What follows belongs to an exercise in optimizing a design on an open flow for small area, a short achievable clock period and few clock cycles per item; a production flow would make more cautious choices. Only simulation tests tie the RTL to the original design; equivalence was not proved. Power and IR drop assume default switching activity.

## flow/design.v (module list and top-level ports; edited modules follow where they fit)
// module poly1305_fold5: 25 lines
// module poly1305_reduce: 2760 lines
module poly1305_reduce
(
  input  logic           clk,
  input  logic           rst,
  input  logic           start,
  input  logic [P_W-1:0] P,
  output logic [H_W-1:0] H,
  output logic           ready,
  output logic           busy
);
  // ...
==> flow/flow/run.sh <==
#!/bin/bash
# Layout flow: the standard layout (standard.sh: ORFS with the standard flow's synthesis, config and
# constraints), except that the port buffers buffer_ports inserts are buf_1 cells instead of
# the cell it picks by default (clkdlybuf4s50_1, a slow delay cell). Every port still gets
# its buffer. The full output of the run is kept in standard_flow.log in this folder; ORFS
# keeps each step's own log under orfs/logs/.
set -euo pipefail
bash standard.sh "BUFFER_PORTS_ARGS=-buffer_cell sky130_fd_sc_hd__buf_1" finish > standard_flow.log 2>&1
==> flow/standard.sh <==
#!/bin/bash
# synth_recipe.tcl (not shown) runs the flow's synth.tcl, then flattens the netlist and writes it again
# the make line also repeats each setting of config.mk as NAME=value (left out here)
make -C /OpenROAD-flow-scripts/flow DESIGN_CONFIG=/design/flow/config.mk WORK_HOME=/design/flow/orfs CLKGATE_MAP_FILE= SYNTH_SCRIPT=/design/flow/synth_recipe.tcl "${@:-finish}"
==> flow/config.mk <==
export PLATFORM = sky130hd
export DESIGN_NAME = poly1305_reduce
export DESIGN_NICKNAME = poly1305_reduce
export VERILOG_FILES = /design/flow/design.v
export SDC_FILE = /design/flow/constraint.sdc
export NUM_CORES = 4
export LEC_CHECK = 0
export ABC_AREA = 1
export CAP_MARGIN = 20
export CORE_MARGIN = 2
export CORE_UTILIZATION = 45
export SETUP_SLACK_MARGIN = 2
export SLEW_MARGIN = 20
==> flow/constraint.sdc <==
create_clock -name core_clock -period 6.0 [get_ports {clk}]
set_input_delay 1.2000 -clock core_clock [delete_from_list [all_inputs] [get_ports {clk}]]
set_output_delay 1.2000 -clock core_clock [all_outputs]
set_load 0.01 [all_outputs]
==> load_flow_metrics.sql, run 1 <==
INSERT INTO impl_metrics (metric_group, metric, value, unit) VALUES
('critical_path', 'setup.worst_path.end', 'H[62]', ''),
('power_and_ir_drop', 'seq_cell_power', '1.89', 'mW'),
('layout', 'largest-register', 's0', ''),
('synthesis', 'synth.cells.most_frequent', 'sky130_fd_sc_hd__inv_1 (325), sky130_fd_sc_hd__nand2_1 (318), sky130_fd_sc_hd__nor2_1 (187), sky130_fd_sc_hd__dfxtp_1 (180), sky130_fd_sc_hd__fa_1 (176)', ''),
('grt', 'grt.met3_usage', '5.13', '%'),
('layout', 'seq_share', '20.0', '%'),
('grt', 'antenna_found_initial', '4', ''),
('drt', 'wl_met2', '17800', 'µm'),
('synthesis', 'syn-mean-instance-area', '8.35', 'µm²'),
('power_and_ir_drop', 'netSwitchingPower', '2.68', 'mW'),
('power_and_ir_drop', 'powerDensity', '336', 'nW/µm²'),
('power_and_ir_drop', 'power_clock', '1.12', 'mW'),
('floorplanning', 'die_w', '188', 'µm'),
('status', 'status', 'no timing/DRC/antenna violations', ''),
('synthesis', 'yosysWarnings', '1', ''),
('synthesis', 'post_synth_xor_area_fraction', '4.73', '%'),
('power_and_ir_drop', 'pwr.group.combinational', '3.07', 'mW'),
('layout', 'non_clock_buffer_area_share', '9.32', '%'),
('critical_path', 'setup.worst_path.start', 'gp[2]', ''),
('layout', 'ff_latch_area', '3630', 'µm²'),
('power_and_ir_drop', 'peakVddDrop', '0.196', 'mV'),
('min_path', 'holdCritPathClass', 'in2async', ''),
('grt', 'grt_start_max_net_pins', '38', ''),
('timing', 'count_of_endpoints_failing_setup_in_the_final_report', '0', ''),
('placed_design', 'dp_hpwl', '31400', 'µm');
Testbench counts, summed over its fixed seeds: cycles 1,600, items 1,600.
==> inputs of run 2 (changes only) <==
--- a/flow/design.v
+++ b/flow/design.v
@@ -2151,640 +2151,694 @@
   logic z_g0_13;
   assign z_g0_13 = gg[13] | (gp[13] & gg[12]);
   logic z_p0_13;
   assign z_p0_13 = gp[13] & gp[12];
   logic z_g0_15;
   assign z_g0_15 = gg[15] | (gp[15] & gg[14]);
   logic z_p0_15;
   assign z_p0_15 = gp[15] & gp[14];
+  logic z_g1_2;
+  assign z_g1_2 = gg[2] | (gp[2] & z_g0_1);
+  logic z_p1_2;
+  assign z_p1_2 = gp[2] & z_p0_1;
   logic z_g1_3;
   assign z_g1_3 = z_g0_3 | (z_p0_3 & z_g0_1);
   logic z_p1_3;
   assign z_p1_3 = z_p0_3 & z_p0_1;
+  logic z_g1_6;
+  assign z_g1_6 = gg[6] | (gp[6] & z_g0_5);
+  logic z_p1_6;
+  assign z_p1_6 = gp[6] & z_p0_5;
   logic z_g1_7;
   assign z_g1_7 = z_g0_7 | (z_p0_7 & z_g0_5);
   logic z_p1_7;
   assign z_p1_7 = z_p0_7 & z_p0_5;
+  logic z_g1_10;
+  assign z_g1_10 = gg[10] | (gp[10] & z_g0_9);
+  logic z_p1_10;
+  assign z_p1_10 = gp[10] & z_p0_9;
   logic z_g1_11;
   assign z_g1_11 = z_g0_11 | (z_p0_11 & z_g0_9);
   logic z_p1_11;
   assign z_p1_11 = z_p0_11 & z_p0_9;
+  logic z_g1_14;
+  assign z_g1_14 = gg[14] | (gp[14] & z_g0_13);
+  logic z_p1_14;
+  assign z_p1_14 = gp[14] & z_p0_13;
   logic z_g1_15;
   assign z_g1_15 = z_g0_15 | (z_p0_15 & z_g0_13);
   logic z_p1_15;
   assign z_p1_15 = z_p0_15 & z_p0_13;
+  logic z_g2_4;
+  assign z_g2_4 = gg[4] | (gp[4] & z_g1_3);
+  logic z_p2_4;
+  assign z_p2_4 = gp[4] & z_p1_3;
+  logic z_g2_5;
+  assign z_g2_5 = z_g0_5 | (z_p0_5 & z_g1_3);
+  logic z_p2_5;
+  assign z_p2_5 = z_p0_5 & z_p1_3;
+  logic z_g2_6;
+  assign z_g2_6 = z_g1_6 | (z_p1_6 & z_g1_3);
+  logic z_p2_6;
+  assign z_p2_6 = z_p1_6 & z_p1_3;
   logic z_g2_7;
   assign z_g2_7 = z_g1_7 | (z_p1_7 & z_g1_3);
   logic z_p2_7;
   assign z_p2_7 = z_p1_7 & z_p1_3;
+  logic z_g2_12;
+  assign z_g2_12 = gg[12] | (gp[12] & z_g1_11);
+  logic z_p2_12;
+  assign z_p2_12 = gp[12] & z_p1_11;
+  logic z_g2_13;
+  assign z_g2_13 = z_g0_13 | (z_p0_13 & z_g1_11);
+  logic z_p2_13;
+  assign z_p2_13 = z_p0_13 & z_p1_11;
+  logic z_g2_14;
+  assign z_g2_14 = z_g1_14 | (z_p1_14 & z_g1_11);
+  logic z_p2_14;
+  assign z_p2_14 = z_p1_14 & z_p1_11;
   logic z_g2_15;
   assign z_g2_15 = z_g1_15 | (z_p1_15 & z_g1_11);
   logic z_p2_15;
   assign z_p2_15 = z_p1_15 & z_p1_11;
+  logic z_g3_8;
+  assign z_g3_8 = gg[8] | (gp[8] & z_g2_7);
+  logic z_p3_8;
+  assign z_p3_8 = gp[8] & z_p2_7;
+  logic z_g3_9;
+  assign z_g3_9 = z_g0_9 | (z_p0_9 & z_g2_7);
+  logic z_p3_9;
+  assign z_p3_9 = z_p0_9 & z_p2_7;
+  logic z_g3_10;
+  assign z_g3_10 = z_g1_10 | (z_p1_10 & z_g2_7);
+  logic z_p3_10;
+  assign z_p3_10 = z_p1_10 & z_p2_7;
+  logic z_g3_11;
+  assign z_g3_11 = z_g1_11 | (z_p1_11 & z_g2_7);
+  logic z_p3_11;
+  assign z_p3_11 = z_p1_11 & z_p2_7;
+  logic z_g3_12;
+  assign z_g3_12 = z_g2_12 | (z_p2_12 & z_g2_7);
+  logic z_p3_12;
+  assign z_p3_12 = z_p2_12 & z_p2_7;
+  logic z_g3_13;
+  assign z_g3_13 = z_g2_13 | (z_p2_13 & z_g2_7);
+  logic z_p3_13;
+  assign z_p3_13 = z_p2_13 & z_p2_7;
+  logic z_g3_14;
+  assign z_g3_14 = z_g2_14 | (z_p2_14 & z_g2_7);
+  logic z_p3_14;
+  assign z_p3_14 = z_p2_14 & z_p2_7;
   logic z_g3_15;
   assign z_g3_15 = z_g2_15 | (z_p2_15 & z_g2_7);
   logic z_p3_15;
   assign z_p3_15 = z_p2_15 & z_p2_7;
-  logic z_g4_11;
-  assign z_g4_11 = z_g1_11 | (z_p1_11 & z_g2_7);
-  logic z_p4_11;
-  assign z_p4_11 = z_p1_11 & z_p2_7;
-  logic z_g5_5;
-  assign z_g5_5 = z_g0_5 | (z_p0_5 & z_g1_3);
-  logic z_p5_5;
-  assign z_p5_5 = z_p0_5 & z_p1_3;
-  logic z_g5_9;
-  assign z_g5_9 = z_g0_9 | (z_p0_9 & z_g2_7);
-  logic z_p5_9;
-  assign z_p5_9 = z_p0_9 & z_p2_7;
-  logic z_g5_13;
-  assign z_g5_13 = z_g0_13 | (z_p0_13 & z_g4_11);
-  logic z_p5_13;
-  assign z_p5_13 = z_p0_13 & z_p4_11;
-  logic z_g6_2;
-  assign z_g6_2 = gg[2] | (gp[2] & z_g0_1);
-  logic z_p6_2;
-  assign z_p6_2 = gp[2] & z_p0_1;
-  logic z_g6_4;
-  assign z_g6_4 = gg[4] | (gp[4] & z_g1_3);
-  logic z_p6_4;
-  assign z_p6_4 = gp[4] & z_p1_3;
-  logic z_g6_6;
-  assign z_g6_6 = gg[6] | (gp[6] & z_g5_5);
-  logic z_p6_6;
-  assign z_p6_6 = gp[6] & z_p5_5;
-  logic z_g6_8;
-  assign z_g6_8 = gg[8] | (gp[8] & z_g2_7);
-  logic z_p6_8;
-  assign z_p6_8 = gp[8] & z_p2_7;
-  logic z_g6_10;
-  assign z_g6_10 = gg[10] | (gp[10] & z_g5_9);
-  logic z_p6_10;
-  assign z_p6_10 = gp[10] & z_p5_9;
-  logic z_g6_12;
-  assign z_g6_12 = gg[12] | (gp[12] & z_g4_11);
-  logic z_p6_12;
-  assign z_p6_12 = gp[12] & z_p4_11;
-  logic z_g6_14;
-  assign z_g6_14 = gg[14] | (gp[14] & z_g5_13);
-  logic z_p6_14;
-  assign z_p6_14 = gp[14] & z_p5_13;
   assign g_root = z_g3_15;
   assign p_root = z_p3_15;
   logic t_g8;
   assign t_g8 = s0[8] & kb[0];
   logic t_p8;
   assign t_p8 = s0[8] ^ kb[0];
   logic t0_p0_1;
   assign t0_p0_1 = s0[6] & s0[5];
   logic t0_p0_3;
   assign t0_p0_3 = t_p8 & s0[7];
   logic t0_p0_5;
   assign t0_p0_5 = s0[10] & s0[9];
+  logic t0_p1_2;
+  assign t0_p1_2 = s0[7] & t0_p0_1;
   logic t0_p1_3;
   assign t0_p1_3 = t0_p0_3 & t0_p0_1;
+  logic t0_p1_6;
+  assign t0_p1_6 = s0[11] & t0_p0_5;
+  logic t0_g2_4;
+  assign t0_g2_4 = s0[9] & t_g8;
+  logic t0_p2_4;
+  assign t0_p2_4 = s0[9] & t0_p1_3;
   logic t0_g2_5;
   assign t0_g2_5 = t0_p0_5 & t_g8;
   logic t0_p2_5;
   assign t0_p2_5 = t0_p0_5 & t0_p1_3;
-  logic t0_p3_2;
-  assign t0_p3_2 = s0[7] & t0_p0_1;
-  logic t0_g3_4;
-  assign t0_g3_4 = s0[9] & t_g8;
-  logic t0_p3_4;
-  assign t0_p3_4 = s0[9] & t0_p1_3;
-  logic t0_g3_6;
-  assign t0_g3_6 = s0[11] & t0_g2_5;
-  logic t0_p3_6;
-  assign t0_p3_6 = s0[11] & t0_p2_5;
+  logic t0_g2_6;
+  assign t0_g2_6 = t0_p1_6 & t_g8;
+  logic t0_p2_6;
+  assign t0_p2_6 = t0_p1_6 & t0_p1_3;
   assign H[5] = ~c & (s0[5] ^ cin5);
   assign H[6] = ~c & (s0[6] ^ (s0[5] & cin5));
   assign H[7] = ~c & (s0[7] ^ (t0_p0_1 & cin5));
-  assign H[8] = ~c & (t_p8 ^ (t0_p3_2 & cin5));
+  assign H[8] = ~c & (t_p8 ^ (t0_p1_2 & cin5));
   assign H[9] = ~c & (s0[9] ^ (t_g8 | (t0_p1_3 & cin5)));
-  assign H[10] = ~c & (s0[10] ^ (t0_g3_4 | (t0_p3_4 & cin5)));
+  assign H[10] = ~c & (s0[10] ^ (t0_g2_4 | (t0_p2_4 & cin5)));
   assign H[11] = ~c & (s0[11] ^ (t0_g2_5 | (t0_p2_5 & cin5)));
-  assign H[12] = ~c & (s0[12] ^ (t0_g3_6 | (t0_p3_6 & cin5)));
+  assign H[12] = ~c & (s0[12] ^ (t0_g2_6 | (t0_p2_6 & cin5)));
   logic cg1;
   assign cg1 = gg[0] | (gp[0] & cin5);
   logic t_g16;
   assign t_g16 = s0[16] & kb[1];
   logic t_p16;
   assign t_p16 = s0[16] ^ kb[1];
   logic t1_p0_1;
   assign t1_p0_1 = s0[14] & s0[13];
   logic t1_p0_3;
   assign t1_p0_3 = t_p16 & s0[15];
   logic t1_p0_5;
   assign t1_p0_5 = s0[18] & s0[17];
+  logic t1_p1_2;
+  assign t1_p1_2 = s0[15] & t1_p0_1;
   logic t1_p1_3;
   assign t1_p1_3 = t1_p0_3 & t1_p0_1;
+  logic t1_p1_6;
+  assign t1_p1_6 = s0[19] & t1_p0_5;
+  logic t1_g2_4;
+  assign t1_g2_4 = s0[17] & t_g16;
+  logic t1_p2_4;
+  assign t1_p2_4 = s0[17] & t1_p1_3;
   logic t1_g2_5;
   assign t1_g2_5 = t1_p0_5 & t_g16;
   logic t1_p2_5;
   assign t1_p2_5 = t1_p0_5 & t1_p1_3;
-  logic t1_p3_2;
-  assign t1_p3_2 = s0[15] & t1_p0_1;
-  logic t1_g3_4;
-  assign t1_g3_4 = s0[17] & t_g16;
-  logic t1_p3_4;
-  assign t1_p3_4 = s0[17] & t1_p1_3;
-  logic t1_g3_6;
-  assign t1_g3_6 = s0[19] & t1_g2_5;
-  logic t1_p3_6;
-  assign t1_p3_6 = s0[19] & t1_p2_5;
+  logic t1_g2_6;
+  assign t1_g2_6 = t1_p1_6 & t_g16;
+  logic t1_p2_6;
+  assign t1_p2_6 = t1_p1_6 & t1_p1_3;
   assign H[13] = ~c & (s0[13] ^ cg1);
   assign H[14] = ~c & (s0[14] ^ (s0[13] & cg1));
   assign H[15] = ~c & (s0[15] ^ (t1_p0_1 & cg1));
-  assign H[16] = ~c & (t_p16 ^ (t1_p3_2 & cg1));
+  assign H[16] = ~c & (t_p16 ^ (t1_p1_2 & cg1));
   assign H[17] = ~c & (s0[17] ^ (t_g16 | (t1_p1_3 & cg1)));
-  assign H[18] = ~c & (s0[18] ^ (t1_g3_4 | (t1_p3_4 & cg1)));
+  assign H[18] = ~c & (s0[18] ^ (t1_g2_4 | (t1_p2_4 & cg1)));
   assign H[19] = ~c & (s0[19] ^ (t1_g2_5 | (t1_p2_5 & cg1)));
-  assign H[20] = ~c & (s0[20] ^ (t1_g3_6 | (t1_p3_6 & cg1)));
+  assign H[20] = ~c & (s0[20] ^ (t1_g2_6 | (t1_p2_6 & cg1)));
   logic cg2;
   assign cg2 = z_g0_1 | (z_p0_1 & cin5);
   logic t_g24;
   assign t_g24 = s0[24] & kb[2];
   logic t_p24;
   assign t_p24 = s0[24] ^ kb[2];
   logic t2_p0_1;
   assign t2_p0_1 = s0[22] & s0[21];
   logic t2_p0_3;
   assign t2_p0_3 = t_p24 & s0[23];
   logic t2_p0_5;
   assign t2_p0_5 = s0[26] & s0[25];
+  logic t2_p1_2;
+  assign t2_p1_2 = s0[23] & t2_p0_1;
   logic t2_p1_3;
   assign t2_p1_3 = t2_p0_3 & t2_p0_1;
+  logic t2_p1_6;
+  assign t2_p1_6 = s0[27] & t2_p0_5;
+  logic t2_g2_4;
+  assign t2_g2_4 = s0[25] & t_g24;
+  logic t2_p2_4;
+  assign t2_p2_4 = s0[25] & t2_p1_3;
   logic t2_g2_5;
   assign t2_g2_5 = t2_p0_5 & t_g24;
   logic t2_p2_5;
   assign t2_p2_5 = t2_p0_5 & t2_p1_3;
-  logic t2_p3_2;
-  assign t2_p3_2 = s0[23] & t2_p0_1;
-  logic t2_g3_4;
-  assign t2_g3_4 = s0[25] & t_g24;
-  logic t2_p3_4;
-  assign t2_p3_4 = s0[25] & t2_p1_3;
-  logic t2_g3_6;
-  assign t2_g3_6 = s0[27] & t2_g2_5;
-  logic t2_p3_6;
-  assign t2_p3_6 = s0[27] & t2_p2_5;
+  logic t2_g2_6;
+  assign t2_g2_6 = t2_p1_6 & t_g24;
+  logic t2_p2_6;
+  assign t2_p2_6 = t2_p1_6 & t2_p1_3;
   assign H[21] = ~c & (s0[21] ^ cg2);
   assign H[22] = ~c & (s0[22] ^ (s0[21] & cg2));
   assign H[23] = ~c & (s0[23] ^ (t2_p0_1 & cg2));
-  assign H[24] = ~c & (t_p24 ^ (t2_p3_2 & cg2));
+  assign H[24] = ~c & (t_p24 ^ (t2_p1_2 & cg2));
   assign H[25] = ~c & (s0[25] ^ (t_g24 | (t2_p1_3 & cg2)));
-  assign H[26] = ~c & (s0[26] ^ (t2_g3_4 | (t2_p3_4 & cg2)));
+  assign H[26] = ~c & (s0[26] ^ (t2_g2_4 | (t2_p2_4 & cg2)));
   assign H[27] = ~c & (s0[27] ^ (t2_g2_5 | (t2_p2_5 & cg2)));
-  assign H[28] = ~c & (s0[28] ^ (t2_g3_6 | (t2_p3_6 & cg2)));
+  assign H[28] = ~c & (s0[28] ^ (t2_g2_6 | (t2_p2_6 & cg2)));
   logic cg3;
-  assign cg3 = z_g6_2 | (z_p6_2 & cin5);
+  assign cg3 = z_g1_2 | (z_p1_2 & cin5);
   logic t_g32;
   assign t_g32 = s0[32] & kb[3];
   logic t_p32;
   assign t_p32 = s0[32] ^ kb[3];
   logic t3_p0_1;
   assign t3_p0_1 = s0[30] & s0[29];
   logic t3_p0_3;
   assign t3_p0_3 = t_p32 & s0[31];
   logic t3_p0_5;
   assign t3_p0_5 = s0[34] & s0[33];
+  logic t3_p1_2;
+  assign t3_p1_2 = s0[31] & t3_p0_1;
   logic t3_p1_3;
   assign t3_p1_3 = t3_p0_3 & t3_p0_1;
+  logic t3_p1_6;
+  assign t3_p1_6 = s0[35] & t3_p0_5;
+  logic t3_g2_4;
+  assign t3_g2_4 = s0[33] & t_g32;
+  logic t3_p2_4;
+  assign t3_p2_4 = s0[33] & t3_p1_3;
   logic t3_g2_5;
   assign t3_g2_5 = t3_p0_5 & t_g32;
   logic t3_p2_5;
   assign t3_p2_5 = t3_p0_5 & t3_p1_3;
-  logic t3_p3_2;
-  assign t3_p3_2 = s0[31] & t3_p0_1;
-  logic t3_g3_4;
-  assign t3_g3_4 = s0[33] & t_g32;
-  logic t3_p3_4;
-  assign t3_p3_4 = s0[33] & t3_p1_3;
-  logic t3_g3_6;
-  assign t3_g3_6 = s0[35] & t3_g2_5;
-  logic t3_p3_6;
-  assign t3_p3_6 = s0[35] & t3_p2_5;
+  logic t3_g2_6;
+  assign t3_g2_6 = t3_p1_6 & t_g32;
+  logic t3_p2_6;
+  assign t3_p2_6 = t3_p1_6 & t3_p1_3;
   assign H[29] = ~c & (s0[29] ^ cg3);
   assign H[30] = ~c & (s0[30] ^ (s0[29] & cg3));
   assign H[31] = ~c & (s0[31] ^ (t3_p0_1 & cg3));
-  assign H[32] = ~c & (t_p32 ^ (t3_p3_2 & cg3));
+  assign H[32] = ~c & (t_p32 ^ (t3_p1_2 & cg3));
   assign H[33] = ~c & (s0[33] ^ (t_g32 | (t3_p1_3 & cg3)));
-  assign H[34] = ~c & (s0[34] ^ (t3_g3_4 | (t3_p3_4 & cg3)));
+  assign H[34] = ~c & (s0[34] ^ (t3_g2_4 | (t3_p2_4 & cg3)));
   assign H[35] = ~c & (s0[35] ^ (t3_g2_5 | (t3_p2_5 & cg3)));
-  assign H[36] = ~c & (s0[36] ^ (t3_g3_6 | (t3_p3_6 & cg3)));
+  assign H[36] = ~c & (s0[36] ^ (t3_g2_6 | (t3_p2_6 & cg3)));
   logic cg4;
   assign cg4 = z_g1_3 | (z_p1_3 & cin5);
   logic t_g40;
   assign t_g40 = s0[40] & kb[4];
   logic t_p40;
   assign t_p40 = s0[40] ^ kb[4];
   logic t4_p0_1;
   assign t4_p0_1 = s0[38] & s0[37];
   logic t4_p0_3;
   assign t4_p0_3 = t_p40 & s0[39];
   logic t4_p0_5;
   assign t4_p0_5 = s0[42] & s0[41];
+  logic t4_p1_2;
+  assign t4_p1_2 = s0[39] & t4_p0_1;
   logic t4_p1_3;
   assign t4_p1_3 = t4_p0_3 & t4_p0_1;
+  logic t4_p1_6;
+  assign t4_p1_6 = s0[43] & t4_p0_5;
+  logic t4_g2_4;
+  assign t4_g2_4 = s0[41] & t_g40;
+  logic t4_p2_4;
+  assign t4_p2_4 = s0[41] & t4_p1_3;
   logic t4_g2_5;
   assign t4_g2_5 = t4_p0_5 & t_g40;
   logic t4_p2_5;
   assign t4_p2_5 = t4_p0_5 & t4_p1_3;
-  logic t4_p3_2;
-  assign t4_p3_2 = s0[39] & t4_p0_1;
-  logic t4_g3_4;
-  assign t4_g3_4 = s0[41] & t_g40;
-  logic t4_p3_4;
-  assign t4_p3_4 = s0[41] & t4_p1_3;
-  logic t4_g3_6;
-  assign t4_g3_6 = s0[43] & t4_g2_5;
-  logic t4_p3_6;
-  assign t4_p3_6 = s0[43] & t4_p2_5;
+  logic t4_g2_6;
+  assign t4_g2_6 = t4_p1_6 & t_g40;
+  logic t4_p2_6;
+  assign t4_p2_6 = t4_p1_6 & t4_p1_3;
   assign H[37] = ~c & (s0[37] ^ cg4);
   assign H[38] = ~c & (s0[38] ^ (s0[37] & cg4));
   assign H[39] = ~c & (s0[39] ^ (t4_p0_1 & cg4));
-  assign H[40] = ~c & (t_p40 ^ (t4_p3_2 & cg4));
+  assign H[40] = ~c & (t_p40 ^ (t4_p1_2 & cg4));
   assign H[41] = ~c & (s0[41] ^ (t_g40 | (t4_p1_3 & cg4)));
-  assign H[42] = ~c & (s0[42] ^ (t4_g3_4 | (t4_p3_4 & cg4)));
+  assign H[42] = ~c & (s0[42] ^ (t4_g2_4 | (t4_p2_4 & cg4)));
   assign H[43] = ~c & (s0[43] ^ (t4_g2_5 | (t4_p2_5 & cg4)));
-  assign H[44] = ~c & (s0[44] ^ (t4_g3_6 | (t4_p3_6 & cg4)));
+  assign H[44] = ~c & (s0[44] ^ (t4_g2_6 | (t4_p2_6 & cg4)));
   logic cg5;
-  assign cg5 = z_g6_4 | (z_p6_4 & cin5);
+  assign cg5 = z_g2_4 | (z_p2_4 & cin5);
   logic t_g48;
   assign t_g48 = s0[48] & kb[5];
   logic t_p48;
   assign t_p48 = s0[48] ^ kb[5];
   logic t5_p0_1;
   assign t5_p0_1 = s0[46] & s0[45];
   logic t5_p0_3;
   assign t5_p0_3 = t_p48 & s0[47];
   logic t5_p0_5;
   assign t5_p0_5 = s0[50] & s0[49];
+  logic t5_p1_2;
+  assign t5_p1_2 = s0[47] & t5_p0_1;
   logic t5_p1_3;
   assign t5_p1_3 = t5_p0_3 & t5_p0_1;
+  logic t5_p1_6;
+  assign t5_p1_6 = s0[51] & t5_p0_5;
+  logic t5_g2_4;
+  assign t5_g2_4 = s0[49] & t_g48;
+  logic t5_p2_4;
+  assign t5_p2_4 = s0[49] & t5_p1_3;
   logic t5_g2_5;
   assign t5_g2_5 = t5_p0_5 & t_g48;
   logic t5_p2_5;
   assign t5_p2_5 = t5_p0_5 & t5_p1_3;
-  logic t5_p3_2;
-  assign t5_p3_2 = s0[47] & t5_p0_1;
-  logic t5_g3_4;
-  assign t5_g3_4 = s0[49] & t_g48;
-  logic t5_p3_4;
-  assign t5_p3_4 = s0[49] & t5_p1_3;
-  logic t5_g3_6;
-  assign t5_g3_6 = s0[51] & t5_g2_5;
-  logic t5_p3_6;
-  assign t5_p3_6 = s0[51] & t5_p2_5;
+  logic t5_g2_6;
+  assign t5_g2_6 = t5_p1_6 & t_g48;
+  logic t5_p2_6;
+  assign t5_p2_6 = t5_p1_6 & t5_p1_3;
   assign H[45] = ~c & (s0[45] ^ cg5);
   assign H[46] = ~c & (s0[46] ^ (s0[45] & cg5));
   assign H[47] = ~c & (s0[47] ^ (t5_p0_1 & cg5));
-  assign H[48] = ~c & (t_p48 ^ (t5_p3_2 & cg5));
+  assign H[48] = ~c & (t_p48 ^ (t5_p1_2 & cg5));
   assign H[49] = ~c & (s0[49] ^ (t_g48 | (t5_p1_3 & cg5)));
-  assign H[50] = ~c & (s0[50] ^ (t5_g3_4 | (t5_p3_4 & cg5)));
+  assign H[50] = ~c & (s0[50] ^ (t5_g2_4 | (t5_p2_4 & cg5)));
   assign H[51] = ~c & (s0[51] ^ (t5_g2_5 | (t5_p2_5 & cg5)));
-  assign H[52] = ~c & (s0[52] ^ (t5_g3_6 | (t5_p3_6 & cg5)));
+  assign H[52] = ~c & (s0[52] ^ (t5_g2_6 | (t5_p2_6 & cg5)));
   logic cg6;
-  assign cg6 = z_g5_5 | (z_p5_5 & cin5);
+  assign cg6 = z_g2_5 | (z_p2_5 & cin5);
   logic t_g56;
   assign t_g56 = s0[56] & kb[6];
   logic t_p56;
   assign t_p56 = s0[56] ^ kb[6];
   logic t6_p0_1;
   assign t6_p0_1 = s0[54] & s0[53];
   logic t6_p0_3;
   assign t6_p0_3 = t_p56 & s0[55];
   logic t6_p0_5;
   assign t6_p0_5 = s0[58] & s0[57];
+  logic t6_p1_2;
+  assign t6_p1_2 = s0[55] & t6_p0_1;
   logic t6_p1_3;
   assign t6_p1_3 = t6_p0_3 & t6_p0_1;
+  logic t6_p1_6;
+  assign t6_p1_6 = s0[59] & t6_p0_5;
+  logic t6_g2_4;
+  assign t6_g2_4 = s0[57] & t_g56;
+  logic t6_p2_4;
+  assign t6_p2_4 = s0[57] & t6_p1_3;
   logic t6_g2_5;
   assign t6_g2_5 = t6_p0_5 & t_g56;
   logic t6_p2_5;
   assign t6_p2_5 = t6_p0_5 & t6_p1_3;
-  logic t6_p3_2;
-  assign t6_p3_2 = s0[55] & t6_p0_1;
-  logic t6_g3_4;
-  assign t6_g3_4 = s0[57] & t_g56;
-  logic t6_p3_4;
-  assign t6_p3_4 = s0[57] & t6_p1_3;
-  logic t6_g3_6;
-  assign t6_g3_6 = s0[59] & t6_g2_5;
-  logic t6_p3_6;
-  assign t6_p3_6 = s0[59] & t6_p2_5;
+  logic t6_g2_6;
+  assign t6_g2_6 = t6_p1_6 & t_g56;
+  logic t6_p2_6;
+  assign t6_p2_6 = t6_p1_6 & t6_p1_3;
   assign H[53] = ~c & (s0[53] ^ cg6);
   assign H[54] = ~c & (s0[54] ^ (s0[53] & cg6));
   assign H[55] = ~c & (s0[55] ^ (t6_p0_1 & cg6));
-  assign H[56] = ~c & (t_p56 ^ (t6_p3_2 & cg6));
+  assign H[56] = ~c & (t_p56 ^ (t6_p1_2 & cg6));
   assign H[57] = ~c & (s0[57] ^ (t_g56 | (t6_p1_3 & cg6)));
-  assign H[58] = ~c & (s0[58] ^ (t6_g3_4 | (t6_p3_4 & cg6)));
+  assign H[58] = ~c & (s0[58] ^ (t6_g2_4 | (t6_p2_4 & cg6)));
   assign H[59] = ~c & (s0[59] ^ (t6_g2_5 | (t6_p2_5 & cg6)));
-  assign H[60] = ~c & (s0[60] ^ (t6_g3_6 | (t6_p3_6 & cg6)));
+  assign H[60] = ~c & (s0[60] ^ (t6_g2_6 | (t6_p2_6 & cg6)));
   logic cg7;
-  assign cg7 = z_g6_6 | (z_p6_6 & cin5);
+  assign cg7 = z_g2_6 | (z_p2_6 & cin5);
   logic t_g64;
   assign t_g64 = s0[64] & kb[7];
   logic t_p64;
   assign t_p64 = s0[64] ^ kb[7];
   logic t7_p0_1;
   assign t7_p0_1 = s0[62] & s0[61];
   logic t7_p0_3;
   assign t7_p0_3 = t_p64 & s0[63];
   logic t7_p0_5;
   assign t7_p0_5 = s0[66] & s0[65];
+  logic t7_p1_2;
+  assign t7_p1_2 = s0[63] & t7_p0_1;
   logic t7_p1_3;
   assign t7_p1_3 = t7_p0_3 & t7_p0_1;
+  logic t7_p1_6;
+  assign t7_p1_6 = s0[67] & t7_p0_5;
+  logic t7_g2_4;
+  assign t7_g2_4 = s0[65] & t_g64;
+  logic t7_p2_4;
+  assign t7_p2_4 = s0[65] & t7_p1_3;
   logic t7_g2_5;
   assign t7_g2_5 = t7_p0_5 & t_g64;
   logic t7_p2_5;
   assign t7_p2_5 = t7_p0_5 & t7_p1_3;
-  logic t7_p3_2;
-  assign t7_p3_2 = s0[63] & t7_p0_1;
-  logic t7_g3_4;
-  assign t7_g3_4 = s0[65] & t_g64;
-  logic t7_p3_4;
-  assign t7_p3_4 = s0[65] & t7_p1_3;
-  logic t7_g3_6;
-  assign t7_g3_6 = s0[67] & t7_g2_5;
-  logic t7_p3_6;
-  assign t7_p3_6 = s0[67] & t7_p2_5;
+  logic t7_g2_6;
+  assign t7_g2_6 = t7_p1_6 & t_g64;
+  logic t7_p2_6;
+  assign t7_p2_6 = t7_p1_6 & t7_p1_3;
   assign H[61] = ~c & (s0[61] ^ cg7);
   assign H[62] = ~c & (s0[62] ^ (s0[61] & cg7));
   assign H[63] = ~c & (s0[63] ^ (t7_p0_1 & cg7));
-  assign H[64] = ~c & (t_p64 ^ (t7_p3_2 & cg7));
+  assign H[64] = ~c & (t_p64 ^ (t7_p1_2 & cg7));
   assign H[65] = ~c & (s0[65] ^ (t_g64 | (t7_p1_3 & cg7)));
-  assign H[66] = ~c & (s0[66] ^ (t7_g3_4 | (t7_p3_4 & cg7)));
+  assign H[66] = ~c & (s0[66] ^ (t7_g2_4 | (t7_p2_4 & cg7)));
   assign H[67] = ~c & (s0[67] ^ (t7_g2_5 | (t7_p2_5 & cg7)));
-  assign H[68] = ~c & (s0[68] ^ (t7_g3_6 | (t7_p3_6 & cg7)));
+  assign H[68] = ~c & (s0[68] ^ (t7_g2_6 | (t7_p2_6 & cg7)));
   logic cg8;
   assign cg8 = z_g2_7 | (z_p2_7 & cin5);
   logic t_g72;
   assign t_g72 = s0[72] & kb[8];
   logic t_p72;
   assign t_p72 = s0[72] ^ kb[8];
   logic t8_p0_1;
   assign t8_p0_1 = s0[70] & s0[69];
   logic t8_p0_3;
   assign t8_p0_3 = t_p72 & s0[71];
   logic t8_p0_5;
   assign t8_p0_5 = s0[74] & s0[73];
+  logic t8_p1_2;
+  assign t8_p1_2 = s0[71] & t8_p0_1;
   logic t8_p1_3;
   assign t8_p1_3 = t8_p0_3 & t8_p0_1;
+  logic t8_p1_6;
+  assign t8_p1_6 = s0[75] & t8_p0_5;
+  logic t8_g2_4;
+  assign t8_g2_4 = s0[73] & t_g72;
+  logic t8_p2_4;
+  assign t8_p2_4 = s0[73] & t8_p1_3;
   logic t8_g2_5;
   assign t8_g2_5 = t8_p0_5 & t_g72;
   logic t8_p2_5;
   assign t8_p2_5 = t8_p0_5 & t8_p1_3;
-  logic t8_p3_2;
-  assign t8_p3_2 = s0[71] & t8_p0_1;
-  logic t8_g3_4;
-  assign t8_g3_4 = s0[73] & t_g72;
-  logic t8_p3_4;
-  assign t8_p3_4 = s0[73] & t8_p1_3;
-  logic t8_g3_6;
-  assign t8_g3_6 = s0[75] & t8_g2_5;
-  logic t8_p3_6;
-  assign t8_p3_6 = s0[75] & t8_p2_5;
+  logic t8_g2_6;
+  assign t8_g2_6 = t8_p1_6 & t_g72;
+  logic t8_p2_6;
+  assign t8_p2_6 = t8_p1_6 & t8_p1_3;
   assign H[69] = ~c & (s0[69] ^ cg8);
   assign H[70] = ~c & (s0[70] ^ (s0[69] & cg8));
   assign H[71] = ~c & (s0[71] ^ (t8_p0_1 & cg8));
-  assign H[72] = ~c & (t_p72 ^ (t8_p3_2 & cg8));
+  assign H[72] = ~c & (t_p72 ^ (t8_p1_2 & cg8));
   assign H[73] = ~c & (s0[73] ^ (t_g72 | (t8_p1_3 & cg8)));
-  assign H[74] = ~c & (s0[74] ^ (t8_g3_4 | (t8_p3_4 & cg8)));
+  assign H[74] = ~c & (s0[74] ^ (t8_g2_4 | (t8_p2_4 & cg8)));
   assign H[75] = ~c & (s0[75] ^ (t8_g2_5 | (t8_p2_5 & cg8)));
-  assign H[76] = ~c & (s0[76] ^ (t8_g3_6 | (t8_p3_6 & cg8)));
+  assign H[76] = ~c & (s0[76] ^ (t8_g2_6 | (t8_p2_6 & cg8)));
   logic cg9;
-  assign cg9 = z_g6_8 | (z_p6_8 & cin5);
+  assign cg9 = z_g3_8 | (z_p3_8 & cin5);
   logic t_g80;
   assign t_g80 = s0[80] & kb[9];
   logic t_p80;
   assign t_p80 = s0[80] ^ kb[9];
   logic t9_p0_1;
   assign t9_p0_1 = s0[78] & s0[77];
   logic t9_p0_3;
   assign t9_p0_3 = t_p80 & s0[79];
   logic t9_p0_5;
   assign t9_p0_5 = s0[82] & s0[81];
+  logic t9_p1_2;
+  assign t9_p1_2 = s0[79] & t9_p0_1;
   logic t9_p1_3;
   assign t9_p1_3 = t9_p0_3 & t9_p0_1;
+  logic t9_p1_6;
+  assign t9_p1_6 = s0[83] & t9_p0_5;
+  logic t9_g2_4;
+  assign t9_g2_4 = s0[81] & t_g80;
+  logic t9_p2_4;
+  assign t9_p2_4 = s0[81] & t9_p1_3;
   logic t9_g2_5;
   assign t9_g2_5 = t9_p0_5 & t_g80;
   logic t9_p2_5;
   assign t9_p2_5 = t9_p0_5 & t9_p1_3;
-  logic t9_p3_2;
-  assign t9_p3_2 = s0[79] & t9_p0_1;
-  logic t9_g3_4;
-  assign t9_g3_4 = s0[81] & t_g80;
-  logic t9_p3_4;
-  assign t9_p3_4 = s0[81] & t9_p1_3;
-  logic t9_g3_6;
-  assign t9_g3_6 = s0[83] & t9_g2_5;
-  logic t9_p3_6;
-  assign t9_p3_6 = s0[83] & t9_p2_5;
+  logic t9_g2_6;
+  assign t9_g2_6 = t9_p1_6 & t_g80;
+  logic t9_p2_6;
+  assign t9_p2_6 = t9_p1_6 & t9_p1_3;
   assign H[77] = ~c & (s0[77] ^ cg9);
   assign H[78] = ~c & (s0[78] ^ (s0[77] & cg9));
   assign H[79] = ~c & (s0[79] ^ (t9_p0_1 & cg9));
-  assign H[80] = ~c & (t_p80 ^ (t9_p3_2 & cg9));
+  assign H[80] = ~c & (t_p80 ^ (t9_p1_2 & cg9));
   assign H[81] = ~c & (s0[81] ^ (t_g80 | (t9_p1_3 & cg9)));
-  assign H[82] = ~c & (s0[82] ^ (t9_g3_4 | (t9_p3_4 & cg9)));
+  assign H[82] = ~c & (s0[82] ^ (t9_g2_4 | (t9_p2_4 & cg9)));
   assign H[83] = ~c & (s0[83] ^ (t9_g2_5 | (t9_p2_5 & cg9)));
-  assign H[84] = ~c & (s0[84] ^ (t9_g3_6 | (t9_p3_6 & cg9)));
+  assign H[84] = ~c & (s0[84] ^ (t9_g2_6 | (t9_p2_6 & cg9)));
   logic cg10;
-  assign cg10 = z_g5_9 | (z_p5_9 & cin5);
+  assign cg10 = z_g3_9 | (z_p3_9 & cin5);
   logic t_g88;
   assign t_g88 = s0[88] & kb[10];
   logic t_p88;
   assign t_p88 = s0[88] ^ kb[10];
   logic t10_p0_1;
   assign t10_p0_1 = s0[86] & s0[85];
   logic t10_p0_3;
   assign t10_p0_3 = t_p88 & s0[87];
   logic t10_p0_5;
   assign t10_p0_5 = s0[90] & s0[89];
+  logic t10_p1_2;
+  assign t10_p1_2 = s0[87] & t10_p0_1;
   logic t10_p1_3;
   assign t10_p1_3 = t10_p0_3 & t10_p0_1;
+  logic t10_p1_6;
+  assign t10_p1_6 = s0[91] & t10_p0_5;
+  logic t10_g2_4;
+  assign t10_g2_4 = s0[89] & t_g88;
+  logic t10_p2_4;
+  assign t10_p2_4 = s0[89] & t10_p1_3;
   logic t10_g2_5;
   assign t10_g2_5 = t10_p0_5 & t_g88;
   logic t10_p2_5;
   assign t10_p2_5 = t10_p0_5 & t10_p1_3;
-  logic t10_p3_2;
-  assign t10_p3_2 = s0[87] & t10_p0_1;
-  logic t10_g3_4;
-  assign t10_g3_4 = s0[89] & t_g88;
-  logic t10_p3_4;
-  assign t10_p3_4 = s0[89] & t10_p1_3;
-  logic t10_g3_6;
-  assign t10_g3_6 = s0[91] & t10_g2_5;
-  logic t10_p3_6;
-  assign t10_p3_6 = s0[91] & t10_p2_5;
+  logic t10_g2_6;
+  assign t10_g2_6 = t10_p1_6 & t_g88;
+  logic t10_p2_6;
+  assign t10_p2_6 = t10_p1_6 & t10_p1_3;
   assign H[85] = ~c & (s0[85] ^ cg10);
   assign H[86] = ~c & (s0[86] ^ (s0[85] & cg10));
   assign H[87] = ~c & (s0[87] ^ (t10_p0_1 & cg10));
-  assign H[88] = ~c & (t_p88 ^ (t10_p3_2 & cg10));
+  assign H[88] = ~c & (t_p88 ^ (t10_p1_2 & cg10));
   assign H[89] = ~c & (s0[89] ^ (t_g88 | (t10_p1_3 & cg10)));
-  assign H[90] = ~c & (s0[90] ^ (t10_g3_4 | (t10_p3_4 & cg10)));
+  assign H[90] = ~c & (s0[90] ^ (t10_g2_4 | (t10_p2_4 & cg10)));
   assign H[91] = ~c & (s0[91] ^ (t10_g2_5 | (t10_p2_5 & cg10)));
-  assign H[92] = ~c & (s0[92] ^ (t10_g3_6 | (t10_p3_6 & cg10)));
+  assign H[92] = ~c & (s0[92] ^ (t10_g2_6 | (t10_p2_6 & cg10)));
   logic cg11;
-  assign cg11 = z_g6_10 | (z_p6_10 & cin5);
+  assign cg11 = z_g3_10 | (z_p3_10 & cin5);
   logic t_g96;
   assign t_g96 = s0[96] & kb[11];
   logic t_p96;
   assign t_p96 = s0[96] ^ kb[11];
   logic t11_p0_1;
   assign t11_p0_1 = s0[94] & s0[93];
   logic t11_p0_3;
   assign t11_p0_3 = t_p96 & s0[95];
   logic t11_p0_5;
   assign t11_p0_5 = s0[98] & s0[97];
+  logic t11_p1_2;
+  assign t11_p1_2 = s0[95] & t11_p0_1;
   logic t11_p1_3;
   assign t11_p1_3 = t11_p0_3 & t11_p0_1;
+  logic t11_p1_6;
+  assign t11_p1_6 = s0[99] & t11_p0_5;
+  logic t11_g2_4;
+  assign t11_g2_4 = s0[97] & t_g96;
+  logic t11_p2_4;
+  assign t11_p2_4 = s0[97] & t11_p1_3;
   logic t11_g2_5;
   assign t11_g2_5 = t11_p0_5 & t_g96;
   logic t11_p2_5;
   assign t11_p2_5 = t11_p0_5 & t11_p1_3;
-  logic t11_p3_2;
-  assign t11_p3_2 = s0[95] & t11_p0_1;
-  logic t11_g3_4;
-  assign t11_g3_4 = s0[97] & t_g96;
-  logic t11_p3_4;
-  assign t11_p3_4 = s0[97] & t11_p1_3;
-  logic t11_g3_6;
-  assign t11_g3_6 = s0[99] & t11_g2_5;
-  logic t11_p3_6;
-  assign t11_p3_6 = s0[99] & t11_p2_5;
+  logic t11_g2_6;
+  assign t11_g2_6 = t11_p1_6 & t_g96;
+  logic t11_p2_6;
+  assign t11_p2_6 = t11_p1_6 & t11_p1_3;
   assign H[93] = ~c & (s0[93] ^ cg11);
   assign H[94] = ~c & (s0[94] ^ (s0[93] & cg11));
   assign H[95] = ~c & (s0[95] ^ (t11_p0_1 & cg11));
-  assign H[96] = ~c & (t_p96 ^ (t11_p3_2 & cg11));
+  assign H[96] = ~c & (t_p96 ^ (t11_p1_2 & cg11));
   assign H[97] = ~c & (s0[97] ^ (t_g96 | (t11_p1_3 & cg11)));
-  assign H[98] = ~c & (s0[98] ^ (t11_g3_4 | (t11_p3_4 & cg11)));
+  assign H[98] = ~c & (s0[98] ^ (t11_g2_4 | (t11_p2_4 & cg11)));
   assign H[99] = ~c & (s0[99] ^ (t11_g2_5 | (t11_p2_5 & cg11)));
-  assign H[100] = ~c & (s0[100] ^ (t11_g3_6 | (t11_p3_6 & cg11)));
+  assign H[100] = ~c & (s0[100] ^ (t11_g2_6 | (t11_p2_6 & cg11)));
   logic cg12;
-  assign cg12 = z_g4_11 | (z_p4_11 & cin5);
+  assign cg12 = z_g3_11 | (z_p3_11 & cin5);
   logic t_g104;
   assign t_g104 = s0[104] & kb[12];
   logic t_p104;
   assign t_p104 = s0[104] ^ kb[12];
   logic t12_p0_1;
   assign t12_p0_1 = s0[102] & s0[101];
   logic t12_p0_3;
   assign t12_p0_3 = t_p104 & s0[103];
   logic t12_p0_5;
   assign t12_p0_5 = s0[106] & s0[105];
+  logic t12_p1_2;
+  assign t12_p1_2 = s0[103] & t12_p0_1;
   logic t12_p1_3;
   assign t12_p1_3 = t12_p0_3 & t12_p0_1;
+  logic t12_p1_6;
+  assign t12_p1_6 = s0[107] & t12_p0_5;
+  logic t12_g2_4;
+  assign t12_g2_4 = s0[105] & t_g104;
+  logic t12_p2_4;
+  assign t12_p2_4 = s0[105] & t12_p1_3;
   logic t12_g2_5;
   assign t12_g2_5 = t12_p0_5 & t_g104;
   logic t12_p2_5;
   assign t12_p2_5 = t12_p0_5 & t12_p1_3;
-  logic t12_p3_2;
-  assign t12_p3_2 = s0[103] & t12_p0_1;
-  logic t12_g3_4;
-  assign t12_g3_4 = s0[105] & t_g104;
-  logic t12_p3_4;
-  assign t12_p3_4 = s0[105] & t12_p1_3;
-  logic t12_g3_6;
-  assign t12_g3_6 = s0[107] & t12_g2_5;
-  logic t12_p3_6;
-  assign t12_p3_6 = s0[107] & t12_p2_5;
+  logic t12_g2_6;
+  assign t12_g2_6 = t12_p1_6 & t_g104;
+  logic t12_p2_6;
+  assign t12_p2_6 = t12_p1_6 & t12_p1_3;
   assign H[101] = ~c & (s0[101] ^ cg12);
   assign H[102] = ~c & (s0[102] ^ (s0[101] & cg12));
   assign H[103] = ~c & (s0[103] ^ (t12_p0_1 & cg12));
-  assign H[104] = ~c & (t_p104 ^ (t12_p3_2 & cg12));
+  assign H[104] = ~c & (t_p104 ^ (t12_p1_2 & cg12));
   assign H[105] = ~c & (s0[105] ^ (t_g104 | (t12_p1_3 & cg12)));
-  assign H[106] = ~c & (s0[106] ^ (t12_g3_4 | (t12_p3_4 & cg12)));
+  assign H[106] = ~c & (s0[106] ^ (t12_g2_4 | (t12_p2_4 & cg12)));
   assign H[107] = ~c & (s0[107] ^ (t12_g2_5 | (t12_p2_5 & cg12)));
-  assign H[108] = ~c & (s0[108] ^ (t12_g3_6 | (t12_p3_6 & cg12)));
+  assign H[108] = ~c & (s0[108] ^ (t12_g2_6 | (t12_p2_6 & cg12)));
   logic cg13;
-  assign cg13 = z_g6_12 | (z_p6_12 & cin5);
+  assign cg13 = z_g3_12 | (z_p3_12 & cin5);
   logic t_g112;
   assign t_g112 = s0[112] & kb[13];
   logic t_p112;
   assign t_p112 = s0[112] ^ kb[13];
   logic t13_p0_1;
   assign t13_p0_1 = s0[110] & s0[109];
   logic t13_p0_3;
   assign t13_p0_3 = t_p112 & s0[111];
   logic t13_p0_5;
   assign t13_p0_5 = s0[114] & s0[113];
+  logic t13_p1_2;
+  assign t13_p1_2 = s0[111] & t13_p0_1;
   logic t13_p1_3;
   assign t13_p1_3 = t13_p0_3 & t13_p0_1;
+  logic t13_p1_6;
+  assign t13_p1_6 = s0[115] & t13_p0_5;
+  logic t13_g2_4;
+  assign t13_g2_4 = s0[113] & t_g112;
+  logic t13_p2_4;
+  assign t13_p2_4 = s0[113] & t13_p1_3;
   logic t13_g2_5;
   assign t13_g2_5 = t13_p0_5 & t_g112;
   logic t13_p2_5;
   assign t13_p2_5 = t13_p0_5 & t13_p1_3;
-  logic t13_p3_2;
-  assign t13_p3_2 = s0[111] & t13_p0_1;
-  logic t13_g3_4;
-  assign t13_g3_4 = s0[113] & t_g112;
-  logic t13_p3_4;
-  assign t13_p3_4 = s0[113] & t13_p1_3;
-  logic t13_g3_6;
-  assign t13_g3_6 = s0[115] & t13_g2_5;
-  logic t13_p3_6;
-  assign t13_p3_6 = s0[115] & t13_p2_5;
+  logic t13_g2_6;
+  assign t13_g2_6 = t13_p1_6 & t_g112;
+  logic t13_p2_6;
+  assign t13_p2_6 = t13_p1_6 & t13_p1_3;
   assign H[109] = ~c & (s0[109] ^ cg13);
   assign H[110] = ~c & (s0[110] ^ (s0[109] & cg13));
   assign H[111] = ~c & (s0[111] ^ (t13_p0_1 & cg13));
-  assign H[112] = ~c & (t_p112 ^ (t13_p3_2 & cg13));
+  assign H[112] = ~c & (t_p112 ^ (t13_p1_2 & cg13));
   assign H[113] = ~c & (s0[113] ^ (t_g112 | (t13_p1_3 & cg13)));
-  assign H[114] = ~c & (s0[114] ^ (t13_g3_4 | (t13_p3_4 & cg13)));
+  assign H[114] = ~c & (s0[114] ^ (t13_g2_4 | (t13_p2_4 & cg13)));
   assign H[115] = ~c & (s0[115] ^ (t13_g2_5 | (t13_p2_5 & cg13)));
-  assign H[116] = ~c & (s0[116] ^ (t13_g3_6 | (t13_p3_6 & cg13)));
+  assign H[116] = ~c & (s0[116] ^ (t13_g2_6 | (t13_p2_6 & cg13)));
   logic cg14;
-  assign cg14 = z_g5_13 | (z_p5_13 & cin5);
+  assign cg14 = z_g3_13 | (z_p3_13 & cin5);
   logic t_g120;
   assign t_g120 = s0[120] & kb[14];
   logic t_p120;
   assign t_p120 = s0[120] ^ kb[14];
   logic t14_p0_1;
   assign t14_p0_1 = s0[118] & s0[117];
   logic t14_p0_3;
   assign t14_p0_3 = t_p120 & s0[119];
   logic t14_p0_5;
   assign t14_p0_5 = s0[122] & s0[121];
+  logic t14_p1_2;
+  assign t14_p1_2 = s0[119] & t14_p0_1;
   logic t14_p1_3;
   assign t14_p1_3 = t14_p0_3 & t14_p0_1;
+  logic t14_p1_6;
+  assign t14_p1_6 = s0[123] & t14_p0_5;
+  logic t14_g2_4;
+  assign t14_g2_4 = s0[121] & t_g120;
+  logic t14_p2_4;
+  assign t14_p2_4 = s0[121] & t14_p1_3;
   logic t14_g2_5;
   assign t14_g2_5 = t14_p0_5 & t_g120;
   logic t14_p2_5;
   assign t14_p2_5 = t14_p0_5 & t14_p1_3;
-  logic t14_p3_2;
-  assign t14_p3_2 = s0[119] & t14_p0_1;
-  logic t14_g3_4;
-  assign t14_g3_4 = s0[121] & t_g120;
-  logic t14_p3_4;
-  assign t14_p3_4 = s0[121] & t14_p1_3;
-  logic t14_g3_6;
-  assign t14_g3_6 = s0[123] & t14_g2_5;
-  logic t14_p3_6;
-  assign t14_p3_6 = s0[123] & t14_p2_5;
+  logic t14_g2_6;
+  assign t14_g2_6 = t14_p1_6 & t_g120;
+  logic t14_p2_6;
+  assign t14_p2_6 = t14_p1_6 & t14_p1_3;
   assign H[117] = ~c & (s0[117] ^ cg14);
   assign H[118] = ~c & (s0[118] ^ (s0[117] & cg14));
   assign H[119] = ~c & (s0[119] ^ (t14_p0_1 & cg14));
-  assign H[120] = ~c & (t_p120 ^ (t14_p3_2 & cg14));
+  assign H[120] = ~c & (t_p120 ^ (t14_p1_2 & cg14));
   assign H[121] = ~c & (s0[121] ^ (t_g120 | (t14_p1_3 & cg14)));
-  assign H[122] = ~c & (s0[122] ^ (t14_g3_4 | (t14_p3_4 & cg14)));
+  assign H[122] = ~c & (s0[122] ^ (t14_g2_4 | (t14_p2_4 & cg14)));
   assign H[123] = ~c & (s0[123] ^ (t14_g2_5 | (t14_p2_5 & cg14)));
-  assign H[124] = ~c & (s0[124] ^ (t14_g3_6 | (t14_p3_6 & cg14)));
+  assign H[124] = ~c & (s0[124] ^ (t14_g2_6 | (t14_p2_6 & cg14)));
   logic cg15;
-  assign cg15 = z_g6_14 | (z_p6_14 & cin5);
+  assign cg15 = z_g3_14 | (z_p3_14 & cin5);
   logic t_g128;
   assign t_g128 = s0[128] & kb[15];
   logic t_p128;
   assign t_p128 = s0[128] ^ kb[15];
   logic t15_p0_1;
   assign t15_p0_1 = s0[126] & s0[125];
   logic t15_p0_3;
   assign t15_p0_3 = t_p128 & s0[127];
+  logic t15_p1_2;
+  assign t15_p1_2 = s0[127] & t15_p0_1;
   logic t15_p1_3;
   assign t15_p1_3 = t15_p0_3 & t15_p0_1;
-  logic t15_p2_2;
-  assign t15_p2_2 = s0[127] & t15_p0_1;
   assign H[125] = ~c & (s0[125] ^ cg15);
   assign H[126] = ~c & (s0[126] ^ (s0[125] & cg15));
   assign H[127] = ~c & (s0[127] ^ (t15_p0_1 & cg15));
-  assign H[128] = ~c & (t_p128 ^ (t15_p2_2 & cg15));
+  assign H[128] = ~c & (t_p128 ^ (t15_p1_2 & cg15));
   assign H[129] = ~c & (s0[129] ^ (t_g128 | (t15_p1_3 & cg15)));
 endmodule
==> flow/config.mk (replaced) <==
export PLATFORM = sky130hd
export DESIGN_NAME = poly1305_reduce
export DESIGN_NICKNAME = poly1305_reduce
export VERILOG_FILES = /design/flow/design.v
export SDC_FILE = /design/flow/constraint.sdc
export NUM_CORES = 4
export LEC_CHECK = 0
export ABC_AREA = 1
export CAP_MARGIN = 20
export CORE_MARGIN = 2
export CORE_UTILIZATION = 40
export SETUP_SLACK_MARGIN = 2
export SLEW_MARGIN = 20
==> run 2 against run 1 <==
Effect of this change: still clean; synthesized cell count grew 1.2%; sequential power grew 3%; cell count grew 2.9%.
==> load_flow_metrics.sql, run 2 <==
INSERT INTO impl_metrics (metric_group, metric, value, unit) VALUES
('layout', 'largest-register', 's0', ''),
('drt', 'maxUsedRoutingLayer', 'met4', ''),
('synthesis', 'synth.distinct_cells', '39', ''),
('grt', 'gr-total-overflow', '0', ''),
('floorplanning', 'starting_density_of_the_core', '40.4', '%'),
('grt', 'globalRouteTotalUtil', '19.3', '%'),
('layout', 'largest_register_ff_count', '130', ''),
('critical_path', 'critPathCaptureType', 'output port', ''),
('grt', 'grt_pass1_wl', '63100', 'µm'),
('timing', 'final_hold_viol_count', '0', ''),
('synthesis', 'ys_top_cells_by_area', 'sky130_fd_sc_hd__dfxtp_1 (23%), sky130_fd_sc_hd__fa_1 (23%), sky130_fd_sc_hd__ha_1 (14%)', ''),
('drt', 'ant_nets', '0', ''),
('clock_tree', 'clock_tree.htree_level_count', '4', ''),
('clock_tree', 'cts.sink_count', '181', ''),
('clock_tree', 'cts_buffers', '17', ''),
('floorplanning', 'ioPinCount', '394', ''),
('placed_design', 'rd_place_congestion', '0.832', ''),
('timing', 'setup_ws', '2.10', 'ns'),
('synthesis', 'synth_enable_flop_cells', '0', ''),
('layout', 'final_core_utilization', '47.9', '%'),
('clock_tree', 'cts_tree', 'yes', ''),
('synthesis', 'yosysWarnings', '1', ''),
('floorplanning', 'die-area', '40400', 'µm²'),
('status', 'status', 'no timing/DRC/antenna violations', ''),
('placed_design', 'post-place-ws', '2.02', 'ns'),
('clock_tree', 'cts_clock_pin_slew_for_the_worst_setup_and_hold_paths', '0.08', 'ns'),
('drt', 'number_of_drc_violations_after_detailed_routing_iteration_0', '486', ''),
('critical_path', 'cp_data_required_time', '4.80', 'ns'),
('grt', 'grt_start_max_net_pins', '76', ''),
('critical_path', 'setup.worst_path.start', 'gp[0]', ''),
('timing', 'min_period_over_period', '65.0', '%'),
('timing', 'setup_repair_after_global_routing_missed_its_margin', 'true', ''),
('timing', 'worstMarginPinSlew', '0.565', 'ns'),
('synthesis', 'syn-mean-instance-area', '8.43', 'µm²'),
('drt', 'wl_per_cell', '13.9', 'µm'),
('timing', 'totalNegativeSetupSlack', '0', 'ns'),
('synthesis', 'synth.cells.most_frequent', 'sky130_fd_sc_hd__inv_1 (302), sky130_fd_sc_hd__nand2_1 (278), sky130_fd_sc_hd__nor2_1 (221), sky130_fd_sc_hd__dfxtp_1 (180), sky130_fd_sc_hd__fa_1 (176)', ''),
('layout', 'net_count_of_the_finished_layout', '2852', ''),
('critical_path', 'worstPathArrival', '2.70', 'ns'),
('critical_path', 'setup.worst_path.end', 'H[38]', ''),
('drt', 'drc', '0', ''),
('power_and_ir_drop', 'total_leakage_power', '9.23', 'nW'),
('critical_path', 'path_max_fanout', '10', ''),
('synthesis', 'top_reg_cell_synth', 'sky130_fd_sc_hd__dfxtp_1', ''),
('grt', 'antenna_found_initial', '0', ''),
('drt', 'detailroute.wirelength.met3', '1850', 'µm'),
('synthesis', 'synth_top_cell_area_share', '23.2', '%'),
('floorplanning', 'die_height', '201', 'µm'),
('placed_design', 'dp_hpwl', '32500', 'µm'),
('critical_path', 'crit_type', 'reg2out', ''),
('synthesis', 'synth-seq-area-share', '23.4', '%'),
('power_and_ir_drop', 'peakVddDrop', '0.190', 'mV'),
('timing', 'timing.final.max_slew_violations', '0', ''),
('synthesis', 'top_cell_type_by_total_area_after_synthesis', 'sky130_fd_sc_hd__dfxtp_1', ''),
('run', 'max_cap_viol_count', '0', ''),
('floorplanning', 'die_w', '201', 'µm'),
('drt', 'dr.pass1.iters', '5', ''),
('min_path', 'holdCritPathClass', 'in2async', ''),
('timing', 'final_period_minus_worst_setup_slack', '3.90', 'ns'),
('synthesis', 'yosys.cell_count.top_type', 'sky130_fd_sc_hd__inv_1', ''),
('layout', 'fillers', '3873', ''),
('clock_tree', 'cts_root_buffer', 'sky130_fd_sc_hd__clkbuf_16', ''),
('power_and_ir_drop', 'powerDensity', '341', 'nW/µm²'),
('timing', 'clock.fmax', '0.257', 'GHz'),
('timing', 'count_of_endpoints_failing_setup_in_the_final_report', '0', ''),
('drt', 'wl_met2', '18300', 'µm'),
('synthesis', 'syn_nets', '2450', ''),
('drt', 'viasPerCell', '4.70', ''),
('synthesis', 'synth_cells', '1841', ''),
('floorplanning', 'core_area', '38500', 'µm²'),
('layout', 'syn2layout_area_growth', '18.6', '%');
==> run 2: changes by cell type after synthesis, sizes merged, moves of 6 or more <==
cell	before	now
buf	3	9
a21oi	106	95
nand4	25	47
nand2	334	317
nor3b	0	11
nor3	24	12
nor2	190	225
inv	326	302
a31oi	1	13
==> run 2: final cells by class <==
type | instances | area [µm²] | share of cell area, %
multi-input cells | 1343 | 10800 | 58.7
flip-flops and latches | 181 | 3630 | 19.7
repair buffers | 398 | 1580 | 8.59
inverters | 302 | 1140 | 6.18
well taps | 518 | 648 | 3.52
clock buffers | 18 | 439 | 2.39
clock inverters | 14 | 163 | 0.883
diodes | 2 | 5.00 | 0.0272
==> run 2: cells by family after synthesis <==
family          count (synthesis)  share of synthesized area (%)
simple gates                  749                           21.7
fa+ha+maj                     347                           36.5
buf+inv                       318                           7.84
flops                         181                           23.4
compound gates                161                           5.83
xor+xnor                       83                           4.68
other cells                     1                         0.0242
mux                             1                         0.0725
==> run 2: worst max-delay path, stage by stage (launching register included) <==
cell and delay [ns]:
sky130_fd_sc_hd__dfxtp_1 0.38, sky130_fd_sc_hd__nand2_2 0.14, sky130_fd_sc_hd__nor2_4 0.20, sky130_fd_sc_hd__nand2_4 0.15, sky130_fd_sc_hd__nor2_4 0.15, sky130_fd_sc_hd__nand2_2 0.07
sky130_fd_sc_hd__nand3_2 0.09, sky130_fd_sc_hd__nand2_4 0.09, sky130_fd_sc_hd__nand2_8 0.18, sky130_fd_sc_hd__nand2_2 0.09, sky130_fd_sc_hd__nand2_4 0.10, sky130_fd_sc_hd__ha_1 0.16
sky130_fd_sc_hd__xnor2_1 0.07, sky130_fd_sc_hd__nor2_1 0.17, sky130_fd_sc_hd__buf_1 0.18
==> run 2: how the worst min path moves through the flow <==
stage,endpoint,slack [ns]
after floorplan,ready,0.93
after global placement,ready,1.01
after detailed placement,ready,1.02
after CTS,ready,0.55
after global routing,ready,0.56
final,ready,0.56
==> run 2: stage by stage <==
stage               area (µm²)  total power [mW]  hold slack [ns]
floorplan                15500              4.01            0.929
global placement         17600              5.06             1.01
detailed placement       17600              5.10             1.02
CTS                      18300              6.32            0.545
global route             18400              6.88            0.558
finish                   18400              6.29            0.556
==> run 2: metal layers <==
| layer | vias up | global-route usage, % |
|---|---|---|
| li1 | 6665 | - |
| met1 | 6088 | 25.8 |
| met2 | 279 | 33.5 |
| met3 | 27 | 2.89 |
| met4 | 0 | 3.39 |
| met5 | - | 0 |
==> run 2: repair_timing <==
action,in CTS,in global routing
setup buffers,2,2
gates resized for setup,19,42
setup endpoints to repair,128,99
gates cloned,1,0
hold buffers,0,0
pin swaps,1,2
==> run 2: where the power goes <==
group	internal (mW)	switching [mW]	total, mW
registers	1.63	0.306	1.94
clock network	0.606	0.555	1.16
logic	1.22	1.97	3.19
total	3.45	2.83	6.29
Testbench counts of run 2, summed over its fixed seeds: cycles 1,600, items 1,600.

-- what the ideal ports hide --
The results above use ideal ports. As a check the final layouts listed here were re-extracted and re-timed, cells and wires unchanged.
Step 1 (the two cells are an assumption about what drives the block):
set clk [get_ports {clk}]
set_driving_cell -lib_cell sky130_fd_sc_hd__clkbuf_16 $clk
set_driving_cell -lib_cell sky130_fd_sc_hd__buf_2 [delete_from_list [all_inputs] $clk]
Step 2 also shifts input and output timing later by t, the mid clock arrival at the registers, as if the neighbouring blocks saw the same clock.
a / b / c = ideal / step 1 / step 2; a / b = the first two.
run	shift t [ns]	setup slack, ns	hold slack, ns	clock arrival spread, ns	cell pins on the clock port's net
run 1	0.471	2.037 / 1.988 / 2.095	0.566 / 0.538 / 1.009	0.014 / 0.014	1
run 2	0.479	2.103 / 2.053 / 2.071	0.556 / 0.533 / 1.012	0.016 / 0.016	1
After both steps setup and hold are still met in every run listed. For run 2, which loses most, drivers alone change the setup slack by -0.050 ns; drivers and shift together by -0.032 ns.
